Background: an optimization exercise with open tools, aiming at small area. Do not read the settings as production practice.
RTL that was checked went through simulation tests only; none was proved equivalent to the original.
For run 2, only the layout was checked, not whether the RTL still works.

--- flow/design.v ---
package nn_pkg;
    localparam int N_NEURONS = 4;
    localparam int N_INPUTS  = 4;
    localparam int DW        = 8;
    localparam int P_PER_NEURON = N_INPUTS + 2;
    localparam int P_BYTES      = N_NEURONS * P_PER_NEURON;
    typedef enum logic [1:0] {
        LOAD_X  = 2'd0,
        LOAD_P  = 2'd1,
        COMPUTE = 2'd2,
        DONE    = 2'd3
    } state_t;
endpackage
module nn_fa (
    input  logic a,
    input  logic b,
    input  logic c,
    output logic s,
    output logic co
);
    assign s  = a ^ b ^ c;
    assign co = (a & b) | (c & (a ^ b));
endmodule
module nn_ha (
    input  logic a,
    input  logic b,
    output logic s,
    output logic co
);
    assign s  = a ^ b;
    assign co = a & b;
endmodule
module nn_neuron (
    input  logic [31:0] xn_flat,
    input  logic [31:0] wn_flat,
    input  logic [7:0]  b,
    input  logic [7:0]  thn,
    output logic        fire
);
    logic [31:0] x_flat, w_flat;
    assign x_flat = ~xn_flat;
    assign w_flat = ~wn_flat;
    logic [3:0] hi;
    generate
        for (genvar gi = 0; gi < 4; gi++) begin : g_hi
            logic [7:1] wsuf;
            assign wsuf[7] = w_flat[gi*8+7];
            for (genvar k = 6; k >= 1; k--) begin : g_suf
                assign wsuf[k] = wsuf[k+1] | w_flat[gi*8+k];
            end
            assign hi[gi] = (x_flat[gi*8+1] & wsuf[7]) | (x_flat[gi*8+2] & wsuf[6])
                          | (x_flat[gi*8+3] & wsuf[5]) | (x_flat[gi*8+4] & wsuf[4])
                          | (x_flat[gi*8+5] & wsuf[3]) | (x_flat[gi*8+6] & wsuf[2])
                          | (x_flat[gi*8+7] & wsuf[1]);
        end
    endgenerate
    logic pp1, pp2, pp3, pp4, pp5, pp6, pp7, pp8, pp9, pp10, pp11, pp12;
    logic pp13, pp14, pp15, pp16, pp17, pp18, pp19, pp20, pp21, pp22, pp23, pp24;
    logic pp25, pp26, pp27, pp28, pp29, pp30, pp31, pp32, pp33, pp34, pp35, pp36;
    logic pp37, pp38, pp39, pp40, pp41, pp42, pp43, pp44, pp45, pp46, pp47, pp48;
    logic pp49, pp50, pp51, pp52, pp53, pp54, pp55, pp56, pp57, pp58, pp59, pp60;
    logic pp61, pp62, pp63, pp64, pp65, pp66, pp67, pp68, pp69, pp70, pp71, pp72;
    logic pp73, pp74, pp75, pp76, pp77, pp78, pp79, pp80, pp81, pp82, pp83, pp84;
    logic pp85, pp86, pp87, pp88, pp89, pp90, pp91, pp92, pp93, pp94, pp95, pp96;
    logic pp97, pp98, pp99, pp100, pp101, pp102, pp103, pp104, pp105, pp106, pp107, pp108;
    logic pp109, pp110, pp111, pp112, pp113, pp114, pp115, pp116, pp117, pp118, pp119, pp120;
    logic pp121, pp122, pp123, pp124, pp125, pp126, pp127, pp128, pp129, pp130, pp131, pp132;
    logic pp133, pp134, pp135, pp136, pp137, pp138, pp139, pp140, pp141, pp142, pp143, pp144;
    logic c146, s145, c148, s147, c150, c152, s151, c154, s153, c156, s155, c158;
    logic s157, c160, s159, c162, c164, s163, c166, s165, c168, s167, c170, s169;
    logic c172, s171, c174, s173, c176, s175, c178, s177, c180, s179, c182, c184;
    logic s183, c186, s185, c188, s187, c190, s189, c192, s191, c194, s193, c196;
    logic s195, c198, s197, c200, s199, c202, s201, c204, s203, c206, s205, c208;
    logic s207, c210, c212, s211, c214, s213, c216, s215, c218, s217, c220, s219;
    logic c222, s221, c224, s223, c226, s225, c228, s227, c230, s229, c232, s231;
    logic c234, s233, c236, s235, c238, s237, c240, s239, c242, s241, c244, s243;
    logic c246, c248, s247, c250, s249, c252, s251, c254, s253, c256, s255, c258;
    logic s257, c260, s259, c262, s261, c264, s263, c266, s265, c268, s267, c270;
    logic s269, c272, s271, c274, s273, c276, s275, c278, s277, c280, s279, c282;
    logic s281, c284, s283, c286, s285, c288, s287, c290, c292, s291, c294, s293;
    logic c296, s295, c298, s297, c300, s299, c302, s301, c304, s303, c306, s305;
    logic c308, s307, c310, s309, c312, s311, c314, s313, c316, s315, c318, s317;
    logic c320, s319, c322, s321, c324, s323, c326, s325, c328, s327, c330, s329;
    logic c332, s331, c334, s333, c336, s335, c338, s337, c340, s339, c342, c344;
    logic s343, c346, s345, c348, s347, c350, s349, c352, s351, c354, s353, c356;
    logic s355, c358, s357, c360, s359, c362, s361, c364, s363, c366, s365, c368;
    logic s367, c370, s369, c372, s371, c374, s373, c376, s375, c378, s377, c380;
    logic s379, c382, s381, c384, s383, c386, s385, c388, s387, c390, s389, c392;
    logic s391, c394, s393, c396, s395, c398, s397, c400, s399, c402;
    assign pp1 = ~(xn_flat[0] | wn_flat[0]);
    assign pp2 = ~(xn_flat[1] | wn_flat[0]);
    assign pp3 = ~(xn_flat[2] | wn_flat[0]);
    assign pp4 = ~(xn_flat[3] | wn_flat[0]);
    assign pp5 = ~(xn_flat[4] | wn_flat[0]);
    assign pp6 = ~(xn_flat[5] | wn_flat[0]);
    assign pp7 = ~(xn_flat[6] | wn_flat[0]);
    assign pp8 = ~(xn_flat[7] | wn_flat[0]);
    assign pp9 = ~(xn_flat[0] | wn_flat[1]);
    assign pp10 = ~(xn_flat[1] | wn_flat[1]);
    assign pp11 = ~(xn_flat[2] | wn_flat[1]);
    assign pp12 = ~(xn_flat[3] | wn_flat[1]);
    assign pp13 = ~(xn_flat[4] | wn_flat[1]);
    assign pp14 = ~(xn_flat[5] | wn_flat[1]);
    assign pp15 = ~(xn_flat[6] | wn_flat[1]);
    assign pp16 = ~(xn_flat[0] | wn_flat[2]);
    assign pp17 = ~(xn_flat[1] | wn_flat[2]);
    assign pp18 = ~(xn_flat[2] | wn_flat[2]);
    assign pp19 = ~(xn_flat[3] | wn_flat[2]);
    assign pp20 = ~(xn_flat[4] | wn_flat[2]);
    assign pp21 = ~(xn_flat[5] | wn_flat[2]);
    assign pp22 = ~(xn_flat[0] | wn_flat[3]);
    assign pp23 = ~(xn_flat[1] | wn_flat[3]);
    assign pp24 = ~(xn_flat[2] | wn_flat[3]);
    assign pp25 = ~(xn_flat[3] | wn_flat[3]);
    assign pp26 = ~(xn_flat[4] | wn_flat[3]);
    assign pp27 = ~(xn_flat[0] | wn_flat[4]);
    assign pp28 = ~(xn_flat[1] | wn_flat[4]);
    assign pp29 = ~(xn_flat[2] | wn_flat[4]);
    assign pp30 = ~(xn_flat[3] | wn_flat[4]);
    assign pp31 = ~(xn_flat[0] | wn_flat[5]);
    assign pp32 = ~(xn_flat[1] | wn_flat[5]);
    assign pp33 = ~(xn_flat[2] | wn_flat[5]);
    assign pp34 = ~(xn_flat[0] | wn_flat[6]);
    assign pp35 = ~(xn_flat[1] | wn_flat[6]);
    assign pp36 = ~(xn_flat[0] | wn_flat[7]);
    assign pp37 = ~(xn_flat[8] | wn_flat[8]);
    assign pp38 = ~(xn_flat[9] | wn_flat[8]);
    assign pp39 = ~(xn_flat[10] | wn_flat[8]);
    assign pp40 = ~(xn_flat[11] | wn_flat[8]);
    assign pp41 = ~(xn_flat[12] | wn_flat[8]);
    assign pp42 = ~(xn_flat[13] | wn_flat[8]);
    assign pp43 = ~(xn_flat[14] | wn_flat[8]);
    assign pp44 = ~(xn_flat[15] | wn_flat[8]);
    assign pp45 = ~(xn_flat[8] | wn_flat[9]);
    assign pp46 = ~(xn_flat[9] | wn_flat[9]);
    assign pp47 = ~(xn_flat[10] | wn_flat[9]);
    assign pp48 = ~(xn_flat[11] | wn_flat[9]);
    assign pp49 = ~(xn_flat[12] | wn_flat[9]);
    assign pp50 = ~(xn_flat[13] | wn_flat[9]);
    assign pp51 = ~(xn_flat[14] | wn_flat[9]);
    assign pp52 = ~(xn_flat[8] | wn_flat[10]);
    assign pp53 = ~(xn_flat[9] | wn_flat[10]);
    assign pp54 = ~(xn_flat[10] | wn_flat[10]);
    assign pp55 = ~(xn_flat[11] | wn_flat[10]);
    assign pp56 = ~(xn_flat[12] | wn_flat[10]);
    assign pp57 = ~(xn_flat[13] | wn_flat[10]);
    assign pp58 = ~(xn_flat[8] | wn_flat[11]);
    assign pp59 = ~(xn_flat[9] | wn_flat[11]);
    assign pp60 = ~(xn_flat[10] | wn_flat[11]);
    assign pp61 = ~(xn_flat[11] | wn_flat[11]);
    assign pp62 = ~(xn_flat[12] | wn_flat[11]);
    assign pp63 = ~(xn_flat[8] | wn_flat[12]);
    assign pp64 = ~(xn_flat[9] | wn_flat[12]);
    assign pp65 = ~(xn_flat[10] | wn_flat[12]);
    assign pp66 = ~(xn_flat[11] | wn_flat[12]);
    assign pp67 = ~(xn_flat[8] | wn_flat[13]);
    assign pp68 = ~(xn_flat[9] | wn_flat[13]);
    assign pp69 = ~(xn_flat[10] | wn_flat[13]);
    assign pp70 = ~(xn_flat[8] | wn_flat[14]);
    assign pp71 = ~(xn_flat[9] | wn_flat[14]);
    assign pp72 = ~(xn_flat[8] | wn_flat[15]);
    assign pp73 = ~(xn_flat[16] | wn_flat[16]);
    assign pp74 = ~(xn_flat[17] | wn_flat[16]);
    assign pp75 = ~(xn_flat[18] | wn_flat[16]);
    assign pp76 = ~(xn_flat[19] | wn_flat[16]);
    assign pp77 = ~(xn_flat[20] | wn_flat[16]);
    assign pp78 = ~(xn_flat[21] | wn_flat[16]);
    assign pp79 = ~(xn_flat[22] | wn_flat[16]);
    assign pp80 = ~(xn_flat[23] | wn_flat[16]);
    assign pp81 = ~(xn_flat[16] | wn_flat[17]);
    assign pp82 = ~(xn_flat[17] | wn_flat[17]);
    assign pp83 = ~(xn_flat[18] | wn_flat[17]);
    assign pp84 = ~(xn_flat[19] | wn_flat[17]);
    assign pp85 = ~(xn_flat[20] | wn_flat[17]);
    assign pp86 = ~(xn_flat[21] | wn_flat[17]);
    assign pp87 = ~(xn_flat[22] | wn_flat[17]);
    assign pp88 = ~(xn_flat[16] | wn_flat[18]);
    assign pp89 = ~(xn_flat[17] | wn_flat[18]);
    assign pp90 = ~(xn_flat[18] | wn_flat[18]);
    assign pp91 = ~(xn_flat[19] | wn_flat[18]);
    assign pp92 = ~(xn_flat[20] | wn_flat[18]);
    assign pp93 = ~(xn_flat[21] | wn_flat[18]);
    assign pp94 = ~(xn_flat[16] | wn_flat[19]);
    assign pp95 = ~(xn_flat[17] | wn_flat[19]);
    assign pp96 = ~(xn_flat[18] | wn_flat[19]);
    assign pp97 = ~(xn_flat[19] | wn_flat[19]);
    assign pp98 = ~(xn_flat[20] | wn_flat[19]);
    assign pp99 = ~(xn_flat[16] | wn_flat[20]);
    assign pp100 = ~(xn_flat[17] | wn_flat[20]);
    assign pp101 = ~(xn_flat[18] | wn_flat[20]);
    assign pp102 = ~(xn_flat[19] | wn_flat[20]);
    assign pp103 = ~(xn_flat[16] | wn_flat[21]);
    assign pp104 = ~(xn_flat[17] | wn_flat[21]);
    assign pp105 = ~(xn_flat[18] | wn_flat[21]);
    assign pp106 = ~(xn_flat[16] | wn_flat[22]);
    assign pp107 = ~(xn_flat[17] | wn_flat[22]);
    assign pp108 = ~(xn_flat[16] | wn_flat[23]);
    assign pp109 = ~(xn_flat[24] | wn_flat[24]);
    assign pp110 = ~(xn_flat[25] | wn_flat[24]);
    assign pp111 = ~(xn_flat[26] | wn_flat[24]);
    assign pp112 = ~(xn_flat[27] | wn_flat[24]);
    assign pp113 = ~(xn_flat[28] | wn_flat[24]);
    assign pp114 = ~(xn_flat[29] | wn_flat[24]);
    assign pp115 = ~(xn_flat[30] | wn_flat[24]);
    assign pp116 = ~(xn_flat[31] | wn_flat[24]);
    assign pp117 = ~(xn_flat[24] | wn_flat[25]);
    assign pp118 = ~(xn_flat[25] | wn_flat[25]);
    assign pp119 = ~(xn_flat[26] | wn_flat[25]);
    assign pp120 = ~(xn_flat[27] | wn_flat[25]);
    assign pp121 = ~(xn_flat[28] | wn_flat[25]);
    assign pp122 = ~(xn_flat[29] | wn_flat[25]);
    assign pp123 = ~(xn_flat[30] | wn_flat[25]);
    assign pp124 = ~(xn_flat[24] | wn_flat[26]);
    assign pp125 = ~(xn_flat[25] | wn_flat[26]);
    assign pp126 = ~(xn_flat[26] | wn_flat[26]);
    assign pp127 = ~(xn_flat[27] | wn_flat[26]);
    assign pp128 = ~(xn_flat[28] | wn_flat[26]);
    assign pp129 = ~(xn_flat[29] | wn_flat[26]);
    assign pp130 = ~(xn_flat[24] | wn_flat[27]);
    assign pp131 = ~(xn_flat[25] | wn_flat[27]);
    assign pp132 = ~(xn_flat[26] | wn_flat[27]);
    assign pp133 = ~(xn_flat[27] | wn_flat[27]);
    assign pp134 = ~(xn_flat[28] | wn_flat[27]);
    assign pp135 = ~(xn_flat[24] | wn_flat[28]);
    assign pp136 = ~(xn_flat[25] | wn_flat[28]);
    assign pp137 = ~(xn_flat[26] | wn_flat[28]);
    assign pp138 = ~(xn_flat[27] | wn_flat[28]);
    assign pp139 = ~(xn_flat[24] | wn_flat[29]);
    assign pp140 = ~(xn_flat[25] | wn_flat[29]);
    assign pp141 = ~(xn_flat[26] | wn_flat[29]);
    assign pp142 = ~(xn_flat[24] | wn_flat[30]);
    assign pp143 = ~(xn_flat[25] | wn_flat[30]);
    assign pp144 = ~(xn_flat[24] | wn_flat[31]);
    nn_fa u_s145 (.a(pp1), .b(pp37), .c(pp73), .s(s145), .co(c146));
    nn_fa u_s147 (.a(pp109), .b(b[0]), .c(thn[0]), .s(s147), .co(c148));
    assign c150 = s145 & s147;
    nn_fa u_s151 (.a(pp2), .b(pp9), .c(pp38), .s(s151), .co(c152));
    nn_fa u_s153 (.a(pp45), .b(pp74), .c(pp81), .s(s153), .co(c154));
    nn_fa u_s155 (.a(pp110), .b(pp117), .c(b[1]), .s(s155), .co(c156));
    nn_fa u_s157 (.a(thn[1]), .b(c146), .c(c148), .s(s157), .co(c158));
    nn_fa u_s159 (.a(s151), .b(s153), .c(s155), .s(s159), .co(c160));
    assign c162 = (c150 & s157) | (c150 & s159) | (s157 & s159);
    nn_fa u_s163 (.a(pp3), .b(pp10), .c(pp16), .s(s163), .co(c164));
    nn_fa u_s165 (.a(pp39), .b(pp46), .c(pp52), .s(s165), .co(c166));
    nn_fa u_s167 (.a(pp75), .b(pp82), .c(pp88), .s(s167), .co(c168));
    nn_fa u_s169 (.a(pp111), .b(pp118), .c(pp124), .s(s169), .co(c170));
    nn_fa u_s171 (.a(b[2]), .b(thn[2]), .c(c152), .s(s171), .co(c172));
    nn_fa u_s173 (.a(c154), .b(c156), .c(s163), .s(s173), .co(c174));
    nn_fa u_s175 (.a(s165), .b(s167), .c(s169), .s(s175), .co(c176));
    nn_fa u_s177 (.a(c158), .b(c160), .c(s171), .s(s177), .co(c178));
    nn_fa u_s179 (.a(s173), .b(s175), .c(c162), .s(s179), .co(c180));
    assign c182 = s177 & s179;
    nn_fa u_s183 (.a(pp4), .b(pp11), .c(pp17), .s(s183), .co(c184));
    nn_fa u_s185 (.a(pp22), .b(pp40), .c(pp47), .s(s185), .co(c186));
    nn_fa u_s187 (.a(pp53), .b(pp58), .c(pp76), .s(s187), .co(c188));
    nn_fa u_s189 (.a(pp83), .b(pp89), .c(pp94), .s(s189), .co(c190));
    nn_fa u_s191 (.a(pp112), .b(pp119), .c(pp125), .s(s191), .co(c192));
    nn_fa u_s193 (.a(pp130), .b(b[3]), .c(thn[3]), .s(s193), .co(c194));
    nn_fa u_s195 (.a(c164), .b(c166), .c(c168), .s(s195), .co(c196));
    nn_fa u_s197 (.a(c170), .b(s183), .c(s185), .s(s197), .co(c198));
    nn_fa u_s199 (.a(s187), .b(s189), .c(s191), .s(s199), .co(c200));
    nn_fa u_s201 (.a(s193), .b(c172), .c(c174), .s(s201), .co(c202));
    nn_fa u_s203 (.a(c176), .b(s195), .c(s197), .s(s203), .co(c204));
    nn_fa u_s205 (.a(s199), .b(c178), .c(s201), .s(s205), .co(c206));
    nn_fa u_s207 (.a(s203), .b(c180), .c(s205), .s(s207), .co(c208));
    assign c210 = c182 & s207;
    nn_fa u_s211 (.a(pp5), .b(pp12), .c(pp18), .s(s211), .co(c212));
    nn_fa u_s213 (.a(pp23), .b(pp27), .c(pp41), .s(s213), .co(c214));
    nn_fa u_s215 (.a(pp48), .b(pp54), .c(pp59), .s(s215), .co(c216));
    nn_fa u_s217 (.a(pp63), .b(pp77), .c(pp84), .s(s217), .co(c218));
    nn_fa u_s219 (.a(pp90), .b(pp95), .c(pp99), .s(s219), .co(c220));
    nn_fa u_s221 (.a(pp113), .b(pp120), .c(pp126), .s(s221), .co(c222));
    nn_fa u_s223 (.a(pp131), .b(pp135), .c(b[4]), .s(s223), .co(c224));
    nn_fa u_s225 (.a(thn[4]), .b(c184), .c(c186), .s(s225), .co(c226));
    nn_fa u_s227 (.a(c188), .b(c190), .c(c192), .s(s227), .co(c228));
    nn_fa u_s229 (.a(c194), .b(s211), .c(s213), .s(s229), .co(c230));
    nn_fa u_s231 (.a(s215), .b(s217), .c(s219), .s(s231), .co(c232));
    nn_fa u_s233 (.a(s221), .b(s223), .c(c196), .s(s233), .co(c234));
    nn_fa u_s235 (.a(c198), .b(c200), .c(s225), .s(s235), .co(c236));
    nn_fa u_s237 (.a(s227), .b(s229), .c(s231), .s(s237), .co(c238));
    nn_fa u_s239 (.a(c202), .b(c204), .c(s233), .s(s239), .co(c240));
    nn_fa u_s241 (.a(s235), .b(s237), .c(c206), .s(s241), .co(c242));
    nn_fa u_s243 (.a(s239), .b(c208), .c(s241), .s(s243), .co(c244));
    assign c246 = c210 & s243;
    nn_fa u_s247 (.a(pp6), .b(pp13), .c(pp19), .s(s247), .co(c248));
    nn_fa u_s249 (.a(pp24), .b(pp28), .c(pp31), .s(s249), .co(c250));
    nn_fa u_s251 (.a(pp42), .b(pp49), .c(pp55), .s(s251), .co(c252));
    nn_fa u_s253 (.a(pp60), .b(pp64), .c(pp67), .s(s253), .co(c254));
    nn_fa u_s255 (.a(pp78), .b(pp85), .c(pp91), .s(s255), .co(c256));
    nn_fa u_s257 (.a(pp96), .b(pp100), .c(pp103), .s(s257), .co(c258));
    nn_fa u_s259 (.a(pp114), .b(pp121), .c(pp127), .s(s259), .co(c260));
    nn_fa u_s261 (.a(pp132), .b(pp136), .c(pp139), .s(s261), .co(c262));
    nn_fa u_s263 (.a(b[5]), .b(thn[5]), .c(c212), .s(s263), .co(c264));
    nn_fa u_s265 (.a(c214), .b(c216), .c(c218), .s(s265), .co(c266));
    nn_fa u_s267 (.a(c220), .b(c222), .c(c224), .s(s267), .co(c268));
    nn_fa u_s269 (.a(s247), .b(s249), .c(s251), .s(s269), .co(c270));
    nn_fa u_s271 (.a(s253), .b(s255), .c(s257), .s(s271), .co(c272));
    nn_fa u_s273 (.a(s259), .b(s261), .c(c226), .s(s273), .co(c274));
    nn_fa u_s275 (.a(c228), .b(c230), .c(c232), .s(s275), .co(c276));
    nn_fa u_s277 (.a(s263), .b(s265), .c(s267), .s(s277), .co(c278));
    nn_fa u_s279 (.a(s269), .b(s271), .c(c234), .s(s279), .co(c280));
    nn_fa u_s281 (.a(c236), .b(c238), .c(s273), .s(s281), .co(c282));
    nn_fa u_s283 (.a(s275), .b(s277), .c(c240), .s(s283), .co(c284));
    nn_fa u_s285 (.a(s279), .b(s281), .c(c242), .s(s285), .co(c286));
    nn_fa u_s287 (.a(s283), .b(c244), .c(s285), .s(s287), .co(c288));
    assign c290 = c246 & s287;
    nn_fa u_s291 (.a(pp7), .b(pp14), .c(pp20), .s(s291), .co(c292));
    nn_fa u_s293 (.a(pp25), .b(pp29), .c(pp32), .s(s293), .co(c294));
    nn_fa u_s295 (.a(pp34), .b(pp43), .c(pp50), .s(s295), .co(c296));
    nn_fa u_s297 (.a(pp56), .b(pp61), .c(pp65), .s(s297), .co(c298));
    nn_fa u_s299 (.a(pp68), .b(pp70), .c(pp79), .s(s299), .co(c300));
    nn_fa u_s301 (.a(pp86), .b(pp92), .c(pp97), .s(s301), .co(c302));
    nn_fa u_s303 (.a(pp101), .b(pp104), .c(pp106), .s(s303), .co(c304));
    nn_fa u_s305 (.a(pp115), .b(pp122), .c(pp128), .s(s305), .co(c306));
    nn_fa u_s307 (.a(pp133), .b(pp137), .c(pp140), .s(s307), .co(c308));
    nn_fa u_s309 (.a(pp142), .b(b[6]), .c(thn[6]), .s(s309), .co(c310));
    nn_fa u_s311 (.a(c248), .b(c250), .c(c252), .s(s311), .co(c312));
    nn_fa u_s313 (.a(c254), .b(c256), .c(c258), .s(s313), .co(c314));
    nn_fa u_s315 (.a(c260), .b(c262), .c(s291), .s(s315), .co(c316));
    nn_fa u_s317 (.a(s293), .b(s295), .c(s297), .s(s317), .co(c318));
    nn_fa u_s319 (.a(s299), .b(s301), .c(s303), .s(s319), .co(c320));
    nn_fa u_s321 (.a(s305), .b(s307), .c(s309), .s(s321), .co(c322));
    nn_fa u_s323 (.a(c264), .b(c266), .c(c268), .s(s323), .co(c324));
    nn_fa u_s325 (.a(c270), .b(c272), .c(s311), .s(s325), .co(c326));
    nn_fa u_s327 (.a(s313), .b(s315), .c(s317), .s(s327), .co(c328));
    nn_fa u_s329 (.a(s319), .b(s321), .c(c274), .s(s329), .co(c330));
    nn_fa u_s331 (.a(c276), .b(c278), .c(s323), .s(s331), .co(c332));
    nn_fa u_s333 (.a(s325), .b(s327), .c(c280), .s(s333), .co(c334));
    nn_fa u_s335 (.a(c282), .b(s329), .c(s331), .s(s335), .co(c336));
    nn_fa u_s337 (.a(c284), .b(s333), .c(s335), .s(s337), .co(c338));
    nn_fa u_s339 (.a(c286), .b(s337), .c(c288), .s(s339), .co(c340));
    assign c342 = c290 & s339;
    nn_fa u_s343 (.a(pp8), .b(pp15), .c(pp21), .s(s343), .co(c344));
    nn_fa u_s345 (.a(pp26), .b(pp30), .c(pp33), .s(s345), .co(c346));
    nn_fa u_s347 (.a(pp35), .b(pp36), .c(pp44), .s(s347), .co(c348));
    nn_fa u_s349 (.a(pp51), .b(pp57), .c(pp62), .s(s349), .co(c350));
    nn_fa u_s351 (.a(pp66), .b(pp69), .c(pp71), .s(s351), .co(c352));
    nn_fa u_s353 (.a(pp72), .b(pp80), .c(pp87), .s(s353), .co(c354));
    nn_fa u_s355 (.a(pp93), .b(pp98), .c(pp102), .s(s355), .co(c356));
    nn_fa u_s357 (.a(pp105), .b(pp107), .c(pp108), .s(s357), .co(c358));
    nn_fa u_s359 (.a(pp116), .b(pp123), .c(pp129), .s(s359), .co(c360));
    nn_fa u_s361 (.a(pp134), .b(pp138), .c(pp141), .s(s361), .co(c362));
    nn_fa u_s363 (.a(pp143), .b(pp144), .c(b[7]), .s(s363), .co(c364));
    nn_fa u_s365 (.a(thn[7]), .b(c292), .c(c294), .s(s365), .co(c366));
    nn_fa u_s367 (.a(c296), .b(c298), .c(c300), .s(s367), .co(c368));
    nn_fa u_s369 (.a(c302), .b(c304), .c(c306), .s(s369), .co(c370));
    nn_fa u_s371 (.a(c308), .b(c310), .c(s343), .s(s371), .co(c372));
    nn_fa u_s373 (.a(s345), .b(s347), .c(s349), .s(s373), .co(c374));
    nn_fa u_s375 (.a(s351), .b(s353), .c(s355), .s(s375), .co(c376));
    nn_fa u_s377 (.a(s357), .b(s359), .c(s361), .s(s377), .co(c378));
    nn_fa u_s379 (.a(s363), .b(c312), .c(c314), .s(s379), .co(c380));
    nn_fa u_s381 (.a(c316), .b(c318), .c(c320), .s(s381), .co(c382));
    nn_fa u_s383 (.a(c322), .b(s365), .c(s367), .s(s383), .co(c384));
    nn_fa u_s385 (.a(s369), .b(s371), .c(s373), .s(s385), .co(c386));
    nn_fa u_s387 (.a(s375), .b(s377), .c(c324), .s(s387), .co(c388));
    nn_fa u_s389 (.a(c326), .b(c328), .c(s379), .s(s389), .co(c390));
    nn_fa u_s391 (.a(s381), .b(s383), .c(s385), .s(s391), .co(c392));
    nn_fa u_s393 (.a(c330), .b(c332), .c(s387), .s(s393), .co(c394));
    nn_fa u_s395 (.a(s389), .b(s391), .c(c334), .s(s395), .co(c396));
    nn_fa u_s397 (.a(c336), .b(s393), .c(c338), .s(s397), .co(c398));
    nn_fa u_s399 (.a(s395), .b(s397), .c(c340), .s(s399), .co(c400));
    assign c402 = c342 & s399;
    assign fire = (|hi) | c344 | c346 | c348 | c350 | c352 | c354 | c356 | c358 | c360 | c362 | c364 | c366 | c368 | c370 | c372 | c374 | c376 | c378 | c380 | c382 | c384 | c386 | c388 | c390 | c392 | c394 | c396 | c398 | c400 | c402;
endmodule
module nn_half (
    input  logic [15:0] xn_flat,
    input  logic [15:0] wn_flat,
    input  logic [7:0]  e1,
    input  logic [7:0]  e2,
    output logic [7:0]  s,
    output logic        ge
);
    logic [15:0] x_flat, w_flat;
    assign x_flat = ~xn_flat;
    assign w_flat = ~wn_flat;
    logic [1:0] hi;
    generate
        for (genvar gi = 0; gi < 2; gi++) begin : g_hi
            logic [7:1] wsuf;
            assign wsuf[7] = w_flat[gi*8+7];
            for (genvar k = 6; k >= 1; k--) begin : g_suf
                assign wsuf[k] = wsuf[k+1] | w_flat[gi*8+k];
            end
            assign hi[gi] = (x_flat[gi*8+1] & wsuf[7]) | (x_flat[gi*8+2] & wsuf[6])
                          | (x_flat[gi*8+3] & wsuf[5]) | (x_flat[gi*8+4] & wsuf[4])
                          | (x_flat[gi*8+5] & wsuf[3]) | (x_flat[gi*8+6] & wsuf[2])
                          | (x_flat[gi*8+7] & wsuf[1]);
        end
    endgenerate
    logic pp1, pp2, pp3, pp4, pp5, pp6, pp7, pp8, pp9, pp10, pp11, pp12;
    logic pp13, pp14, pp15, pp16, pp17, pp18, pp19, pp20, pp21, pp22, pp23, pp24;
    logic pp25, pp26, pp27, pp28, pp29, pp30, pp31, pp32, pp33, pp34, pp35, pp36;
    logic pp37, pp38, pp39, pp40, pp41, pp42, pp43, pp44, pp45, pp46, pp47, pp48;
    logic pp49, pp50, pp51, pp52, pp53, pp54, pp55, pp56, pp57, pp58, pp59, pp60;
    logic pp61, pp62, pp63, pp64, pp65, pp66, pp67, pp68, pp69, pp70, pp71, pp72;
    logic c74, s73, c76, s75, c78, s77, c80, s79, c82, s81, c84, s83;
    logic c86, s85, c88, s87, c90, s89, c92, s91, c94, s93, c96, s95;
    logic c98, s97, c100, s99, c102, s101, c104, s103, c106, s105, c108, s107;
    logic c110, s109, c112, s111, c114, s113, c116, s115, c118, s117, c120, s119;
    logic c122, s121, c124, s123, c126, s125, c128, s127, c130, s129, c132, s131;
    logic c134, s133, c136, s135, c138, s137, c140, s139, c142, s141, c144, s143;
    logic c146, s145, c148, s147, c150, s149, c152, s151, c154, s153, c156, s155;
    logic c158, s157, c160, s159, c162, s161, c164, s163, c166, s165, c168, s167;
    logic c170, s169, c172, s171, c174, s173, c176, s175, c178, s177, c180, s179;
    logic c182, s181, c184, s183, c186, s185, c188, s187, c190, s189, c192, s191;
    logic c194, s193, c196, s195, c198, s197, c200, s199, c202, s201, c204, s203;
    logic c206, s205, c208, s207, c210, s209, c212, s211, c214, s213, c216, s215;
    assign pp1 = ~(xn_flat[0] | wn_flat[0]);
    assign pp2 = ~(xn_flat[1] | wn_flat[0]);
    assign pp3 = ~(xn_flat[2] | wn_flat[0]);
    assign pp4 = ~(xn_flat[3] | wn_flat[0]);
    assign pp5 = ~(xn_flat[4] | wn_flat[0]);
    assign pp6 = ~(xn_flat[5] | wn_flat[0]);
    assign pp7 = ~(xn_flat[6] | wn_flat[0]);
    assign pp8 = ~(xn_flat[7] | wn_flat[0]);
    assign pp9 = ~(xn_flat[0] | wn_flat[1]);
    assign pp10 = ~(xn_flat[1] | wn_flat[1]);
    assign pp11 = ~(xn_flat[2] | wn_flat[1]);
    assign pp12 = ~(xn_flat[3] | wn_flat[1]);
    assign pp13 = ~(xn_flat[4] | wn_flat[1]);
    assign pp14 = ~(xn_flat[5] | wn_flat[1]);
    assign pp15 = ~(xn_flat[6] | wn_flat[1]);
    assign pp16 = ~(xn_flat[0] | wn_flat[2]);
    assign pp17 = ~(xn_flat[1] | wn_flat[2]);
    assign pp18 = ~(xn_flat[2] | wn_flat[2]);
    assign pp19 = ~(xn_flat[3] | wn_flat[2]);
    assign pp20 = ~(xn_flat[4] | wn_flat[2]);
    assign pp21 = ~(xn_flat[5] | wn_flat[2]);
    assign pp22 = ~(xn_flat[0] | wn_flat[3]);
    assign pp23 = ~(xn_flat[1] | wn_flat[3]);
    assign pp24 = ~(xn_flat[2] | wn_flat[3]);
    assign pp25 = ~(xn_flat[3] | wn_flat[3]);
    assign pp26 = ~(xn_flat[4] | wn_flat[3]);
    assign pp27 = ~(xn_flat[0] | wn_flat[4]);
    assign pp28 = ~(xn_flat[1] | wn_flat[4]);
    assign pp29 = ~(xn_flat[2] | wn_flat[4]);
    assign pp30 = ~(xn_flat[3] | wn_flat[4]);
    assign pp31 = ~(xn_flat[0] | wn_flat[5]);
    assign pp32 = ~(xn_flat[1] | wn_flat[5]);
    assign pp33 = ~(xn_flat[2] | wn_flat[5]);
    assign pp34 = ~(xn_flat[0] | wn_flat[6]);
    assign pp35 = ~(xn_flat[1] | wn_flat[6]);
    assign pp36 = ~(xn_flat[0] | wn_flat[7]);
    assign pp37 = ~(xn_flat[8] | wn_flat[8]);
    assign pp38 = ~(xn_flat[9] | wn_flat[8]);
    assign pp39 = ~(xn_flat[10] | wn_flat[8]);
    assign pp40 = ~(xn_flat[11] | wn_flat[8]);
    assign pp41 = ~(xn_flat[12] | wn_flat[8]);
    assign pp42 = ~(xn_flat[13] | wn_flat[8]);
    assign pp43 = ~(xn_flat[14] | wn_flat[8]);
    assign pp44 = ~(xn_flat[15] | wn_flat[8]);
    assign pp45 = ~(xn_flat[8] | wn_flat[9]);
    assign pp46 = ~(xn_flat[9] | wn_flat[9]);
    assign pp47 = ~(xn_flat[10] | wn_flat[9]);
    assign pp48 = ~(xn_flat[11] | wn_flat[9]);
    assign pp49 = ~(xn_flat[12] | wn_flat[9]);
    assign pp50 = ~(xn_flat[13] | wn_flat[9]);
    assign pp51 = ~(xn_flat[14] | wn_flat[9]);
    assign pp52 = ~(xn_flat[8] | wn_flat[10]);
    assign pp53 = ~(xn_flat[9] | wn_flat[10]);
    assign pp54 = ~(xn_flat[10] | wn_flat[10]);
    assign pp55 = ~(xn_flat[11] | wn_flat[10]);
    assign pp56 = ~(xn_flat[12] | wn_flat[10]);
    assign pp57 = ~(xn_flat[13] | wn_flat[10]);
    assign pp58 = ~(xn_flat[8] | wn_flat[11]);
    assign pp59 = ~(xn_flat[9] | wn_flat[11]);
    assign pp60 = ~(xn_flat[10] | wn_flat[11]);
    assign pp61 = ~(xn_flat[11] | wn_flat[11]);
    assign pp62 = ~(xn_flat[12] | wn_flat[11]);
    assign pp63 = ~(xn_flat[8] | wn_flat[12]);
    assign pp64 = ~(xn_flat[9] | wn_flat[12]);
    assign pp65 = ~(xn_flat[10] | wn_flat[12]);
    assign pp66 = ~(xn_flat[11] | wn_flat[12]);
    assign pp67 = ~(xn_flat[8] | wn_flat[13]);
    assign pp68 = ~(xn_flat[9] | wn_flat[13]);
    assign pp69 = ~(xn_flat[10] | wn_flat[13]);
    assign pp70 = ~(xn_flat[8] | wn_flat[14]);
    assign pp71 = ~(xn_flat[9] | wn_flat[14]);
    assign pp72 = ~(xn_flat[8] | wn_flat[15]);
    nn_fa u_s73 (.a(pp1), .b(pp37), .c(e1[0]), .s(s73), .co(c74));
    nn_ha u_s75 (.a(e2[0]), .b(s73), .s(s75), .co(c76));
    nn_fa u_s77 (.a(pp2), .b(pp9), .c(pp38), .s(s77), .co(c78));
    nn_fa u_s79 (.a(pp45), .b(e1[1]), .c(e2[1]), .s(s79), .co(c80));
    nn_fa u_s81 (.a(c74), .b(s77), .c(s79), .s(s81), .co(c82));
    nn_ha u_s83 (.a(c76), .b(s81), .s(s83), .co(c84));
    nn_fa u_s85 (.a(pp3), .b(pp10), .c(pp16), .s(s85), .co(c86));
    nn_fa u_s87 (.a(pp39), .b(pp46), .c(pp52), .s(s87), .co(c88));
    nn_fa u_s89 (.a(e1[2]), .b(e2[2]), .c(c78), .s(s89), .co(c90));
    nn_fa u_s91 (.a(c80), .b(s85), .c(s87), .s(s91), .co(c92));
    nn_fa u_s93 (.a(c82), .b(s89), .c(s91), .s(s93), .co(c94));
    nn_ha u_s95 (.a(c84), .b(s93), .s(s95), .co(c96));
    nn_fa u_s97 (.a(pp4), .b(pp11), .c(pp17), .s(s97), .co(c98));
    nn_fa u_s99 (.a(pp22), .b(pp40), .c(pp47), .s(s99), .co(c100));
    nn_fa u_s101 (.a(pp53), .b(pp58), .c(e1[3]), .s(s101), .co(c102));
    nn_fa u_s103 (.a(e2[3]), .b(c86), .c(c88), .s(s103), .co(c104));
    nn_fa u_s105 (.a(s97), .b(s99), .c(s101), .s(s105), .co(c106));
    nn_fa u_s107 (.a(c90), .b(c92), .c(s103), .s(s107), .co(c108));
    nn_fa u_s109 (.a(s105), .b(c94), .c(s107), .s(s109), .co(c110));
    nn_ha u_s111 (.a(c96), .b(s109), .s(s111), .co(c112));
    nn_fa u_s113 (.a(pp5), .b(pp12), .c(pp18), .s(s113), .co(c114));
    nn_fa u_s115 (.a(pp23), .b(pp27), .c(pp41), .s(s115), .co(c116));
    nn_fa u_s117 (.a(pp48), .b(pp54), .c(pp59), .s(s117), .co(c118));
    nn_fa u_s119 (.a(pp63), .b(e1[4]), .c(e2[4]), .s(s119), .co(c120));
    nn_fa u_s121 (.a(c98), .b(c100), .c(c102), .s(s121), .co(c122));
    nn_fa u_s123 (.a(s113), .b(s115), .c(s117), .s(s123), .co(c124));
    nn_fa u_s125 (.a(s119), .b(c104), .c(c106), .s(s125), .co(c126));
    nn_fa u_s127 (.a(s121), .b(s123), .c(c108), .s(s127), .co(c128));
    nn_fa u_s129 (.a(s125), .b(c110), .c(s127), .s(s129), .co(c130));
    nn_ha u_s131 (.a(c112), .b(s129), .s(s131), .co(c132));
    nn_fa u_s133 (.a(pp6), .b(pp13), .c(pp19), .s(s133), .co(c134));
    nn_fa u_s135 (.a(pp24), .b(pp28), .c(pp31), .s(s135), .co(c136));
    nn_fa u_s137 (.a(pp42), .b(pp49), .c(pp55), .s(s137), .co(c138));
    nn_fa u_s139 (.a(pp60), .b(pp64), .c(pp67), .s(s139), .co(c140));
    nn_fa u_s141 (.a(e1[5]), .b(e2[5]), .c(c114), .s(s141), .co(c142));
    nn_fa u_s143 (.a(c116), .b(c118), .c(c120), .s(s143), .co(c144));
    nn_fa u_s145 (.a(s133), .b(s135), .c(s137), .s(s145), .co(c146));
    nn_fa u_s147 (.a(s139), .b(c122), .c(c124), .s(s147), .co(c148));
    nn_fa u_s149 (.a(s141), .b(s143), .c(s145), .s(s149), .co(c150));
    nn_fa u_s151 (.a(c126), .b(s147), .c(s149), .s(s151), .co(c152));
    nn_fa u_s153 (.a(c128), .b(s151), .c(c130), .s(s153), .co(c154));
    nn_ha u_s155 (.a(c132), .b(s153), .s(s155), .co(c156));
    nn_fa u_s157 (.a(pp7), .b(pp14), .c(pp20), .s(s157), .co(c158));
    nn_fa u_s159 (.a(pp25), .b(pp29), .c(pp32), .s(s159), .co(c160));
    nn_fa u_s161 (.a(pp34), .b(pp43), .c(pp50), .s(s161), .co(c162));
    nn_fa u_s163 (.a(pp56), .b(pp61), .c(pp65), .s(s163), .co(c164));
    nn_fa u_s165 (.a(pp68), .b(pp70), .c(e1[6]), .s(s165), .co(c166));
    nn_fa u_s167 (.a(e2[6]), .b(c134), .c(c136), .s(s167), .co(c168));
    nn_fa u_s169 (.a(c138), .b(c140), .c(s157), .s(s169), .co(c170));
    nn_fa u_s171 (.a(s159), .b(s161), .c(s163), .s(s171), .co(c172));
    nn_fa u_s173 (.a(s165), .b(c142), .c(c144), .s(s173), .co(c174));
    nn_fa u_s175 (.a(c146), .b(s167), .c(s169), .s(s175), .co(c176));
    nn_fa u_s177 (.a(s171), .b(c148), .c(c150), .s(s177), .co(c178));
    nn_fa u_s179 (.a(s173), .b(s175), .c(c152), .s(s179), .co(c180));
    nn_fa u_s181 (.a(s177), .b(s179), .c(c154), .s(s181), .co(c182));
    nn_ha u_s183 (.a(c156), .b(s181), .s(s183), .co(c184));
    nn_fa u_s185 (.a(pp8), .b(pp15), .c(pp21), .s(s185), .co(c186));
    nn_fa u_s187 (.a(pp26), .b(pp30), .c(pp33), .s(s187), .co(c188));
    nn_fa u_s189 (.a(pp35), .b(pp36), .c(pp44), .s(s189), .co(c190));
    nn_fa u_s191 (.a(pp51), .b(pp57), .c(pp62), .s(s191), .co(c192));
    nn_fa u_s193 (.a(pp66), .b(pp69), .c(pp71), .s(s193), .co(c194));
    nn_fa u_s195 (.a(pp72), .b(e1[7]), .c(e2[7]), .s(s195), .co(c196));
    nn_fa u_s197 (.a(c158), .b(c160), .c(c162), .s(s197), .co(c198));
    nn_fa u_s199 (.a(c164), .b(c166), .c(s185), .s(s199), .co(c200));
    nn_fa u_s201 (.a(s187), .b(s189), .c(s191), .s(s201), .co(c202));
    nn_fa u_s203 (.a(s193), .b(s195), .c(c168), .s(s203), .co(c204));
    nn_fa u_s205 (.a(c170), .b(c172), .c(s197), .s(s205), .co(c206));
    nn_fa u_s207 (.a(s199), .b(s201), .c(c174), .s(s207), .co(c208));
    nn_fa u_s209 (.a(c176), .b(s203), .c(s205), .s(s209), .co(c210));
    nn_fa u_s211 (.a(c178), .b(s207), .c(s209), .s(s211), .co(c212));
    nn_fa u_s213 (.a(c180), .b(s211), .c(c182), .s(s213), .co(c214));
    nn_ha u_s215 (.a(c184), .b(s213), .s(s215), .co(c216));
    assign s  = {s215, s183, s155, s131, s111, s95, s83, s75};
    assign ge = (|hi) | c186 | c188 | c190 | c192 | c194 | c196 | c198 | c200 | c202 | c204 | c206 | c208 | c210 | c212 | c214 | c216;
endmodule
module neural_network (
    input  logic        clk,
    input  logic        reset,
    input  logic        changes,
    input  logic [7:0]  data_in,
    output logic [7:0]  network_outputs
);
    nn_pkg::state_t state_reg;
    logic           changes_q_reg;
    logic [31:0]    xn_sr_reg;      
    logic [191:0]   p_sr_reg;
    logic [2:0]     x_cnt_reg;
    logic [4:0]     p_cnt_reg;
    logic           f3_q_reg;
    logic           f1_q_reg;
    logic [8:0]     h_q_reg;
    logic [3:0]     out_reg;
    logic chg_rise, in_p, in_c, shift_x, shift_p;
    assign chg_rise = changes & ~changes_q_reg;
    assign in_p     = (state_reg == nn_pkg::LOAD_P);
    assign in_c     = (state_reg == nn_pkg::COMPUTE);
    assign shift_x  = (state_reg == nn_pkg::LOAD_X) & ~changes;
    assign shift_p  = in_p & ~changes;
    function automatic logic gt_const(input logic [4:0] c, input int k);
        gt_const = 1'b0;
        for (int b = 0; b < 5; b++)
            gt_const = ((k >> b) & 1) ? (c[b] & gt_const) : (c[b] | gt_const);
    endfunction
    logic [23:0] p_ok;
    logic [3:0]  x_ok;
    generate
        for (genvar k = 0; k < 24; k++) begin : g_pok
            assign p_ok[k] = gt_const(p_cnt_reg, k);
        end
        for (genvar k = 0; k < 4; k++) begin : g_xok
            assign x_ok[k] = gt_const({2'b00, x_cnt_reg}, k);
        end
    endgenerate
    function automatic logic [7:0] lane(input int k);
        lane = p_sr_reg[k*8 +: 8];
    endfunction
    logic sa, sb, sc;
    assign sa = in_p & ~changes;
    assign sb = in_p &  changes;
    assign sc = in_c;
    logic [31:0] f_wn;
    logic [7:0]  f_b, f_th;
    logic        f_fire;
    generate
        for (genvar i = 0; i < 4; i++) begin : g_fw
            logic ma, mb, mc;
            assign ma = sa & x_ok[i] & p_ok[17+i];
            assign mb = sb & x_ok[i] & p_ok[6+i];
            assign mc = sc & x_ok[i] & p_ok[12+i];
            assign f_wn[i*8 +: 8] = ~((lane(17+i) & {8{ma}}) | (lane(6+i) & {8{mb}})
                                    | (lane(12+i) & {8{mc}}));
        end
    endgenerate
    assign f_b  = (lane(21) & {8{sa & p_ok[21]}}) | (lane(10) & {8{sb & p_ok[10]}})
                | (lane(16) & {8{sc & p_ok[16]}});
    assign f_th = (lane(22) & {8{sa & p_ok[22]}}) | (lane(11) & {8{sb & p_ok[11]}})
                | (lane(17) & {8{sc & p_ok[17]}});
    nn_neuron u_f (
        .xn_flat (xn_sr_reg),
        .wn_flat (f_wn),
        .b       (f_b),
        .thn     (~f_th),
        .fire   (f_fire)
    );
    logic [15:0] h_xn, h_wn;
    logic [7:0]  h_e1, h_e2, h_s;
    logic        h_ge;
    generate
        for (genvar i = 0; i < 2; i++) begin : g_hw
            logic m0, m1;
            assign m0 = ~in_c & x_ok[i]   & p_ok[i];
            assign m1 =  in_c & x_ok[i+2] & p_ok[i+2];
            assign h_wn[i*8 +: 8] = ~((lane(i) & {8{m0}}) | (lane(i+2) & {8{m1}}));
            assign h_xn[i*8 +: 8] = in_c ? xn_sr_reg[(i+2)*8 +: 8] : xn_sr_reg[i*8 +: 8];
        end
    endgenerate
    assign h_e1 = in_c ? h_q_reg[7:0] : (lane(4) & {8{p_ok[4]}});
    assign h_e2 = in_c ? 8'h00 : ~(lane(5) & {8{p_ok[5]}});
    nn_half u_h (
        .xn_flat (h_xn),
        .wn_flat (h_wn),
        .e1     (h_e1),
        .e2     (h_e2),
        .s      (h_s),
        .ge     (h_ge)
    );
    assign network_outputs = {4'b0000, out_reg};
    always_ff @(posedge clk) begin
        if (shift_x)
            xn_sr_reg <= {xn_sr_reg[23:0], ~data_in};
        if (shift_p) begin
            p_sr_reg <= {p_sr_reg[183:0], data_in};
            f3_q_reg <= f_fire;
        end
        f1_q_reg <= f_fire;
        h_q_reg  <= {h_ge, h_s};
    end
    always_ff @(posedge clk or posedge reset) begin
        if (reset) begin
            state_reg     <= nn_pkg::LOAD_X;
            changes_q_reg <= 1'b0;
            x_cnt_reg     <= '0;
            p_cnt_reg     <= '0;
            out_reg       <= '0;
        end else begin
            changes_q_reg <= changes;
            if (shift_x && x_cnt_reg != 3'd4)
                x_cnt_reg <= x_cnt_reg + 3'd1;
            if (shift_p && p_cnt_reg != 5'd24)
                p_cnt_reg <= p_cnt_reg + 5'd1;
            case (state_reg)
                nn_pkg::LOAD_X:  if (chg_rise) state_reg <= nn_pkg::LOAD_P;
                nn_pkg::LOAD_P:  if (chg_rise) state_reg <= nn_pkg::COMPUTE;
                nn_pkg::COMPUTE: begin
                    out_reg   <= {f3_q_reg, f_fire, f1_q_reg, h_q_reg[8] | h_ge};
                    state_reg <= nn_pkg::DONE;
                end
                default:         if (chg_rise) state_reg <= nn_pkg::LOAD_X;
            endcase
        end
    end
endmodule
--- flow/run.sh ---
#!/bin/bash
# synth_recipe.tcl (not shown) runs the flow's synth.tcl, then flattens the netlist and writes it again
# the make line also repeats each setting of config.mk as NAME=value (left out here)
make -C /OpenROAD-flow-scripts/flow DESIGN_CONFIG=/design/flow/config.mk WORK_HOME=/design/flow/orfs CLKGATE_MAP_FILE= SYNTH_SCRIPT=/design/flow/synth_recipe.tcl finish
--- flow/config.mk ---
export PLATFORM = sky130hd
export DESIGN_NAME = neural_network
export DESIGN_NICKNAME = neural_network
export VERILOG_FILES = /design/flow/design.v
export SDC_FILE = /design/flow/constraint.sdc
export NUM_CORES = 4
export LEC_CHECK = 0
export CAP_MARGIN = 20
export CORE_MARGIN = 2
export CORE_UTILIZATION = 40
export CTS_BUF_LIST = sky130_fd_sc_hd__clkbuf_8
export CTS_CLUSTER_DIAMETER = 50
export CTS_CLUSTER_SIZE = 22
export SLEW_MARGIN = 20
export SYNTH_HIERARCHICAL = 1
--- flow/constraint.sdc ---
create_clock -name core_clock -period 10.0 [get_ports {clk}]
set_input_delay 2.0000 -clock core_clock [delete_from_list [all_inputs] [get_ports {clk}]]
set_output_delay 2.0000 -clock core_clock [all_outputs]
set_load 0.01 [all_outputs]
==> flow_summary.yaml, run 1 <==
outcome:
  status: "finished clean"
layout:
  largest_register_ffs: 184
  fillers: 3122
  syn2layout_area_growth_pct: 10.3
  post-route-util_pct: 45.0
  drive_gt1_share_pct: 12.8
  layout.nets: 1252
  num_antenna_cells: 0
yosys:
  yosysWarnings: 7
  synthDistinctLibCells: 56
  synth_area_leaders: "edfxtp_1, fa_1, nor2_1"
  synth_most_common_cell: "nor2_1"
  ys_ff_latch: 242
  synth_adder_area_share_pct: 27.8
  synthTopCellsByCount: "nor2_1, edfxtp_1, fa_1"
  synth-xor-area-share_pct: 0.247
  syn_inst: 993
  synth_area_leader_cell: "edfxtp_1"
  syn-cell-area_um2: 14200
  synth_edf_count: 217
  synth_compound_gate_area_share_pct: 8.02
  synth_top_family_by_area: "adder cells"
  synth.area.mux_share_pct: 1.82
  async_flop_share_pct: 6.20
  synthSimpleGateAreaFrac_pct: 9.71
  synth-seq-area-share_pct: 50.1
  synth_top_area_share_pct: 46.0
  synth.avg_cell_area_um2: 14.3
  synth-main-ff-cell: "edfxtp_1"
timing:
  grt_setup_unrepaired: "no"
  period_minus_slack_ps: 8870
  fin_skew_ps: 45.0
  setup_tns_ps: 0
  worst_pin_slew_ps: 1230
  fmax_ghz: 0.113
  period_share_pct: 88.7
  finalHoldViolCount: 0
  setup_viol: 0
  slew_violations: 0
  slew_headroom_pct: 17.8
drt:
  vias_per_cell: 5.81
  first_pass_iters: 8
  drt_iter0_markers: 1051
  ant_nets: 0
  drc: 0
  vias: 8785
  drt_wl_total_um: 38800
  wl_per_cell_um: 25.6
setup_path:
  r2r-end: "out_reg[0]"
  cp_max_fo: 8
  required_ps: 10470
  timing.rr.start: "p_cnt_reg[1]"
  reg2reg_slack_ps: 1610
  reg2regPathDepth: 20
  cp-start-kind: "input pin"
  arrival_ps: 9350
  critical_path_class: "input pin to flop"
  worstSetupEndpointType: "flop"
floorplan:
  rows: 68
  die_w_um: 192
  core_um2: 34700
  fp.dieH_um: 192
  start_util_pct: 40.8
  ios: 19
  die_area_um2: 36900
clock_network:
  insertion_delay_ps: 600
  cts_resized: 0
  cts_root_buffer: "clkbuf_8"
  cts_max_path_buffers: 3
  cts_setup_buffers: 0
  cts_tree: "done"
  cts.sinks: 242
  holdBufCountCts: 0
  cts_max_level: 1
  path_clk_slew_ps: 100
  numCtsBuffers: 26
global_routing:
  overflow: 0
  track_usage_pct: 22.0
  grt_pass1_wl_um: 58700
  grt_max_degree: 81
  grt_antenna_before_repair: 0
  grt_pass1_vias: 9427
placed_design:
  dp_hpwl_um: 29400
  io_buffers: 14
  globalplace.congestion: 1.04
hold_path:
  holdPathStages: 0
  hold_path.class: "flop to flop"
  min_to: "p_sr_reg[118]"
  min_from: "p_sr_reg[110]"
job:
  cap_violations: 0
critical path: stages:
cell	delay [ps]
clkdlybuf4s50_1	550
o211ai_2	170
nor2_1	620
a222oi_1	190
buf_4	220
nor2_1	130
fa_1	480
fa_1	480
fa_1	430
fa_1	480
fa_1	400
fa_1	420
fa_1	410
fa_1	390
fa_1	440
nand4_1	140
o22ai_1	130
or4_1	480
nor4_1	200
nand4_1	250
mux2_2	330
stage by stage:
stage,hold slack (ps),instance area [µm²],setup WS [ps],instances
6_report,449,15600,1130,1512
4_1_cts,436,15600,1140,1512
3_5_place_dp,431,15000,494,1464
2_1_floorplan,418,14200,1760,996
5_1_grt,457,15600,867,1512
3_3_place_gp,422,15000,592,1464
Yosys stat by module (local to each module, per instance):
| module | cells inside | copies in the design |
|---|---|---|
| nn_fa | 1 | 185 |
| nn_neuron | 221 | 1 |
| nn_ha | 1 | 8 |
| neural_network | 465 | 1 |
| nn_half | 114 | 1 |
cell type report:
type / instances / area (µm²) / area share [%]
clock buffers: 27 / 372 / 2.38
clock inverters: 21 / 231 / 1.48
inverters: 22 / 82.6 / 0.529
multi-input cells: 684 / 6780 / 43.4
flip-flops and latches: 242 / 7090 / 45.4
well taps: 455 / 569 / 3.65
repair buffers: 61 / 493 / 3.16
cells by family (layout without fill, tap and decap cells):
group | Yosys count | in the layout
other | 1 | 4
buffers and inverters | 70 | 131
AND/OR/NAND/NOR | 311 | 311
adder cells (fa/ha/maj) | 204 | 204
multiplexers | 23 | 23
XOR/XNOR | 4 | 4
AO/OA/AOI/OAI | 138 | 138
flip-flops | 242 | 242
routing by layer:
layer | vias to the layer above | wire length, µm | track usage, %
met5 | - | 0 | 0
met4 | 0 | 1660 | 8.07
met3 | 90 | 2680 | 3.56
met2 | 399 | 18800 | 36.7
met1 | 4594 | 15600 | 29.2
li1 | 3702 | - | -
worst max-delay path by stage:
stage	endpoint	depth (start not counted)	startpoint	slack [ps]
floorplan	out_reg[2]	20	changes	1760
global placement	out_reg[2]	21	changes	590
global route	out_reg[2]	20	changes	870
finish	out_reg[2]	21	changes	1130
CTS	out_reg[2]	20	changes	1140
detailed placement	out_reg[2]	20	changes	490
placed cells by master (no fill, tap or decap), drive strengths merged, types with 3 or more instances in the layout:
master,count
a22o,8
buf,47
o221ai,3
or4,5
mux2,22
a22oi,17
nor2,237
inv,30
nor3b,9
clkbuf,27
a222oi,40
nand2,13
clkdlybuf4s50,14
edfxtp,217
and4,4
fa,185
xnor2,4
ha,19
nor4,12
conb,4
a211oi,5
dfrtp,15
nor2b,5
nand4,8
a21oi,29
clkinv,10
nor3,5
a31oi,9
a221o,8
dfxtp,10
o21ai,6
and3,4
==> run 2, diff against run 1 <==
--- a/flow/design.v
+++ b/flow/design.v
@@ -82,10 +82,10 @@
     logic c308, s307, c310, s309, c312, s311, c314, s313, c316, s315, c318, s317;
     logic c320, s319, c322, s321, c324, s323, c326, s325, c328, s327, c330, s329;
-    logic c332, s331, c334, s333, c336, s335, c338, s337, c340, s339, c342, c344;
-    logic s343, c346, s345, c348, s347, c350, s349, c352, s351, c354, s353, c356;
-    logic s355, c358, s357, c360, s359, c362, s361, c364, s363, c366, s365, c368;
-    logic s367, c370, s369, c372, s371, c374, s373, c376, s375, c378, s377, c380;
-    logic s379, c382, s381, c384, s383, c386, s385, c388, s387, c390, s389, c392;
-    logic s391, c394, s393, c396, s395, c398, s397, c400, s399, c402;
+    logic c332, s331, c334, s333, c336, s335, c338, s337, c340, s339, c342, o343;
+    logic m344, o345, m346, o347, m348, o349, m350, o351, m352, o353, m354, o355;
+    logic m356, o357, m358, o359, m360, o361, m362, o363, m364, o365, m366, o367;
+    logic m368, o369, m370, o371, m372, o373, m374, o375, m376, o377, m378, o379;
+    logic m380, o381, m382, o383, m384, o385, m386, o387, m388, o389, m390, o391;
+    logic m392, o393, m394, o395, m396, o397, m398, o399, m400, o401, m402;
     assign pp1 = ~(xn_flat[0] | wn_flat[0]);
     assign pp2 = ~(xn_flat[1] | wn_flat[0]);
@@ -331,35 +331,65 @@
     nn_fa u_s339 (.a(c286), .b(s337), .c(c288), .s(s339), .co(c340));
     assign c342 = c290 & s339;
-    nn_fa u_s343 (.a(pp8), .b(pp15), .c(pp21), .s(s343), .co(c344));
-    nn_fa u_s345 (.a(pp26), .b(pp30), .c(pp33), .s(s345), .co(c346));
-    nn_fa u_s347 (.a(pp35), .b(pp36), .c(pp44), .s(s347), .co(c348));
-    nn_fa u_s349 (.a(pp51), .b(pp57), .c(pp62), .s(s349), .co(c350));
-    nn_fa u_s351 (.a(pp66), .b(pp69), .c(pp71), .s(s351), .co(c352));
-    nn_fa u_s353 (.a(pp72), .b(pp80), .c(pp87), .s(s353), .co(c354));
-    nn_fa u_s355 (.a(pp93), .b(pp98), .c(pp102), .s(s355), .co(c356));
-    nn_fa u_s357 (.a(pp105), .b(pp107), .c(pp108), .s(s357), .co(c358));
-    nn_fa u_s359 (.a(pp116), .b(pp123), .c(pp129), .s(s359), .co(c360));
-    nn_fa u_s361 (.a(pp134), .b(pp138), .c(pp141), .s(s361), .co(c362));
-    nn_fa u_s363 (.a(pp143), .b(pp144), .c(b[7]), .s(s363), .co(c364));
-    nn_fa u_s365 (.a(thn[7]), .b(c292), .c(c294), .s(s365), .co(c366));
-    nn_fa u_s367 (.a(c296), .b(c298), .c(c300), .s(s367), .co(c368));
-    nn_fa u_s369 (.a(c302), .b(c304), .c(c306), .s(s369), .co(c370));
-    nn_fa u_s371 (.a(c308), .b(c310), .c(s343), .s(s371), .co(c372));
-    nn_fa u_s373 (.a(s345), .b(s347), .c(s349), .s(s373), .co(c374));
-    nn_fa u_s375 (.a(s351), .b(s353), .c(s355), .s(s375), .co(c376));
-    nn_fa u_s377 (.a(s357), .b(s359), .c(s361), .s(s377), .co(c378));
-    nn_fa u_s379 (.a(s363), .b(c312), .c(c314), .s(s379), .co(c380));
-    nn_fa u_s381 (.a(c316), .b(c318), .c(c320), .s(s381), .co(c382));
-    nn_fa u_s383 (.a(c322), .b(s365), .c(s367), .s(s383), .co(c384));
-    nn_fa u_s385 (.a(s369), .b(s371), .c(s373), .s(s385), .co(c386));
-    nn_fa u_s387 (.a(s375), .b(s377), .c(c324), .s(s387), .co(c388));
-    nn_fa u_s389 (.a(c326), .b(c328), .c(s379), .s(s389), .co(c390));
-    nn_fa u_s391 (.a(s381), .b(s383), .c(s385), .s(s391), .co(c392));
-    nn_fa u_s393 (.a(c330), .b(c332), .c(s387), .s(s393), .co(c394));
-    nn_fa u_s395 (.a(s389), .b(s391), .c(c334), .s(s395), .co(c396));
-    nn_fa u_s397 (.a(c336), .b(s393), .c(c338), .s(s397), .co(c398));
-    nn_fa u_s399 (.a(s395), .b(s397), .c(c340), .s(s399), .co(c400));
-    assign c402 = c342 & s399;
-    assign fire = (|hi) | c344 | c346 | c348 | c350 | c352 | c354 | c356 | c358 | c360 | c362 | c364 | c366 | c368 | c370 | c372 | c374 | c376 | c378 | c380 | c382 | c384 | c386 | c388 | c390 | c392 | c394 | c396 | c398 | c400 | c402;
+    assign m344 = (pp8 & pp15) | (pp8 & pp21) | (pp15 & pp21);
+    assign o343 = pp8 | pp15 | pp21;
+    assign m346 = (pp26 & pp30) | (pp26 & pp33) | (pp30 & pp33);
+    assign o345 = pp26 | pp30 | pp33;
+    assign m348 = (pp35 & pp36) | (pp35 & pp44) | (pp36 & pp44);
+    assign o347 = pp35 | pp36 | pp44;
+    assign m350 = (pp51 & pp57) | (pp51 & pp62) | (pp57 & pp62);
+    assign o349 = pp51 | pp57 | pp62;
+    assign m352 = (pp66 & pp69) | (pp66 & pp71) | (pp69 & pp71);
+    assign o351 = pp66 | pp69 | pp71;
+    assign m354 = (pp72 & pp80) | (pp72 & pp87) | (pp80 & pp87);
+    assign o353 = pp72 | pp80 | pp87;
+    assign m356 = (pp93 & pp98) | (pp93 & pp102) | (pp98 & pp102);
+    assign o355 = pp93 | pp98 | pp102;
+    assign m358 = (pp105 & pp107) | (pp105 & pp108) | (pp107 & pp108);
+    assign o357 = pp105 | pp107 | pp108;
+    assign m360 = (pp116 & pp123) | (pp116 & pp129) | (pp123 & pp129);
+    assign o359 = pp116 | pp123 | pp129;
+    assign m362 = (pp134 & pp138) | (pp134 & pp141) | (pp138 & pp141);
+    assign o361 = pp134 | pp138 | pp141;
+    assign m364 = (pp143 & pp144) | (pp143 & b[7]) | (pp144 & b[7]);
+    assign o363 = pp143 | pp144 | b[7];
+    assign m366 = (thn[7] & c292) | (thn[7] & c294) | (c292 & c294);
+    assign o365 = thn[7] | c292 | c294;
+    assign m368 = (c296 & c298) | (c296 & c300) | (c298 & c300);
+    assign o367 = c296 | c298 | c300;
+    assign m370 = (c302 & c304) | (c302 & c306) | (c304 & c306);
+    assign o369 = c302 | c304 | c306;
+    assign m372 = (c308 & c310) | (c308 & o343) | (c310 & o343);
+    assign o371 = c308 | c310 | o343;
+    assign m374 = (o345 & o347) | (o345 & o349) | (o347 & o349);
+    assign o373 = o345 | o347 | o349;
+    assign m376 = (o351 & o353) | (o351 & o355) | (o353 & o355);
+    assign o375 = o351 | o353 | o355;
+    assign m378 = (o357 & o359) | (o357 & o361) | (o359 & o361);
+    assign o377 = o357 | o359 | o361;
+    assign m380 = (o363 & c312) | (o363 & c314) | (c312 & c314);
+    assign o379 = o363 | c312 | c314;
+    assign m382 = (c316 & c318) | (c316 & c320) | (c318 & c320);
+    assign o381 = c316 | c318 | c320;
+    assign m384 = (c322 & o365) | (c322 & o367) | (o365 & o367);
+    assign o383 = c322 | o365 | o367;
+    assign m386 = (o369 & o371) | (o369 & o373) | (o371 & o373);
+    assign o385 = o369 | o371 | o373;
+    assign m388 = (o375 & o377) | (o375 & c324) | (o377 & c324);
+    assign o387 = o375 | o377 | c324;
+    assign m390 = (c326 & c328) | (c326 & o379) | (c328 & o379);
+    assign o389 = c326 | c328 | o379;
+    assign m392 = (o381 & o383) | (o381 & o385) | (o383 & o385);
+    assign o391 = o381 | o383 | o385;
+    assign m394 = (c330 & c332) | (c330 & o387) | (c332 & o387);
+    assign o393 = c330 | c332 | o387;
+    assign m396 = (o389 & o391) | (o389 & c334) | (o391 & c334);
+    assign o395 = o389 | o391 | c334;
+    assign m398 = (c336 & o393) | (c336 & c338) | (o393 & c338);
+    assign o397 = c336 | o393 | c338;
+    assign m400 = (o395 & o397) | (o395 & c340) | (o397 & c340);
+    assign o399 = o395 | o397 | c340;
+    assign m402 = c342 & o399;
+    assign o401 = c342 | o399;
+    assign fire = (|hi) | m344 | m346 | m348 | m350 | m352 | m354 | m356 | m358 | m360 | m362 | m364 | m366 | m368 | m370 | m372 | m374 | m376 | m378 | m380 | m382 | m384 | m386 | m388 | m390 | m392 | m394 | m396 | m398 | m400 | m402;
 endmodule
 module nn_half (
--- a/flow/config.mk
+++ b/flow/config.mk
@@ -10,6 +10,6 @@
 export CORE_UTILIZATION = 40
 export CTS_BUF_LIST = sky130_fd_sc_hd__clkbuf_8
-export CTS_CLUSTER_DIAMETER = 50
-export CTS_CLUSTER_SIZE = 22
+export CTS_CLUSTER_DIAMETER = 60
+export CTS_CLUSTER_SIZE = 16
 export SLEW_MARGIN = 20
 export SYNTH_HIERARCHICAL = 1
==> flow_summary.yaml, run 2 <==
clock_network:
  cts_max_path_buffers: 3
  cts_tree: "done"
  numCtsBuffers: 24
  cts_max_level: 1
  cts.sinks: 242
global_routing:
  grt_pass1_vias: 9681
  grt_pass1_wl_um: 61900
  overflow: 0
  grt_antenna_before_repair: 0
  grt_max_degree: 76
  track_usage_pct: 23.1
yosys:
  synth_most_common_cell: "nor2_1"
  synth_area_leaders: "edfxtp_1, fa_1, nor2_1"
  synth_edf_count: 217
  synthTopCellsByCount: "nor2_1, edfxtp_1, fa_1"
  synth-main-ff-cell: "edfxtp_1"
  synth_area_leader_cell: "edfxtp_1"
  async_flop_share_pct: 6.20
  synth_top_area_share_pct: 46.1
  synthDistinctLibCells: 75
  syn_inst: 1032
job:
  cap_violations: 0
setup_path:
  cp_common_cell: "fa_1"
  cp-start-kind: "input pin"
  arrival_ps: 9070
  cp_top_family: "adder cells"
  startpoint: "changes"
  crit_slowest_cell: "a211oi_2"
  worstSetupEndpointType: "flop"
  cp_num_buf_inv: 2
  timing.rr.start: "state_reg[0]"
timing:
  slew_headroom_pct: 21.2
  fin_hold_ws_ps: 445
  fin_skew_ps: 37.1
  worst_pin_slew_ps: 1180
  period_minus_slack_ps: 8560
  setup_viol: 0
  fmax_ghz: 0.117
  period_share_pct: 85.6
  slew_violations: 0
  finalHoldViolCount: 0
layout:
  layout.nets: 1247
  syn2layout_area_growth_pct: 8.90
  post-route-util_pct: 44.3
  layout_common_cells: "nor2_1, edfxtp_1, fa_1"
  num_antenna_cells: 0
  final_common_cell: "nor2_1"
drt:
  wl_per_cell_um: 27.0
  vias: 9235
  drt_iter0_markers: 1229
  vias_per_cell: 6.02
  wl_met2_um: 19700
  ant_nets: 0
  drc: 0
  first_pass_iters: 6
  drt_wl_total_um: 41400
placed_design:
  globalplace.congestion: 0.979
floorplan:
  rows: 68
  core_um2: 34700
  die_w_um: 192
  ios: 19
  fp.dieH_um: 192
outcome:
  status: "finished clean"
hold_path:
  hold_path.class: "flop to flop"
-- run 2: per-layer routing --
layer,up-vias,track usage [%]
met2,454,37.9
met1,4795,32.0
met3,74,3.54
met5,-,0
met4,0,6.81
li1,3912,-
-- run 2: area by class of cell --
cell class	count	area, µm²
clock inverters	20	155
flip-flops and latches	242	7090
well taps	455	569
fillers	3162	19300
inverters	22	82.6
clock buffers	24	330
multi-input cells	720	6730
repair buffers	51	438
-- run 2: Yosys stat by module, one instance, submodules excluded --
module	times used	cells inside	area, µm²
nn_fa	156	1	20.0
nn_neuron	1	289	1510
neural_network	1	465	8870
nn_ha	8	1	12.5
nn_half	1	114	531
-- run 2: cells by family (layout without fill, tap and decap cells) --
logic type / count (synthesis) / after routing / share of synthesized area (%)
mux: 23 / 23 / 1.82
other cells: 1 / 4 / 0.0265
buf+inv: 73 / 117 / 2.45
simple gates: 327 / 327 / 10.8
compound gates: 186 / 186 / 10.6
flops: 242 / 242 / 50.2
xor+xnor: 4 / 4 / 0.248
fa+ha+maj: 176 / 176 / 23.8
-- run 2: worst reg2reg max path, stage by stage (launching register included) --
cell	delay (ps)
dfrtp_1	410
inv_1	120
ha_2	540
buf_4	420
a311oi_2	220
a22oi_1	870
nor2_1	170
fa_1	600
fa_1	440
fa_1	410
fa_1	430
fa_1	430
fa_1	410
fa_1	400
fa_1	450
ha_1	210
or4_1	380
or3_1	360
or4_1	400
a2111o_1	500
nor2_1	140
a21oi_1	70
-- run 2: final timing paths --
check | end | slack (ps) | depth (start not counted)
setup reg to reg | out_reg[0] | 1500 | 21
hold reg to reg | p_sr_reg[74] | 440 | 0
max in group asynchronous | p_cnt_reg[2] | 7690 | 2
setup / recovery | out_reg[2] | 1440 | 19
min in group asynchronous | p_cnt_reg[1] | 1830 | 2
hold / removal | p_sr_reg[74] | 440 | 0
-- run 2: per-stage QoR --
step	cells	setup WS (ps)
global placement	1489	964
CTS	1533	1480
global route	1534	1200
finish	1534	1440
detailed placement	1489	862
floorplan	1035	2150

afterwards: timing with drivers on the ports:
The results above use ideal ports. As a check the final layouts listed here were re-extracted and re-timed, cells and wires unchanged. Step 1: set_driving_cell puts a clkbuf_16 on clk and a buf_2 on each other input, an assumption about the parent block. Step 2 times the ports against the registers' clock, not the clock port: input delays grow and output delays shrink by t, the midpoint of the rising clock arrivals with the driver on. a / b / c = no drivers / after step 1 / after step 2; a / b = the first two.
| run | t, ns | setup WS [ns] | worst register clock-pin slew, ns | pins driven straight from the clock port |
|---|---|---|---|---|
| run 1 | 0.629 | 1.126 / 1.150 / 0.521 | 0.10 / 0.10 | 1 |
| run 2 | 0.607 | 1.442 / 1.461 / 0.855 | 0.10 / 0.10 | 1 |
After both steps setup and hold are still met in every run listed. For run 1, which loses most, drivers alone change the setup slack by +0.024 ns; drivers and shift together by -0.605 ns.
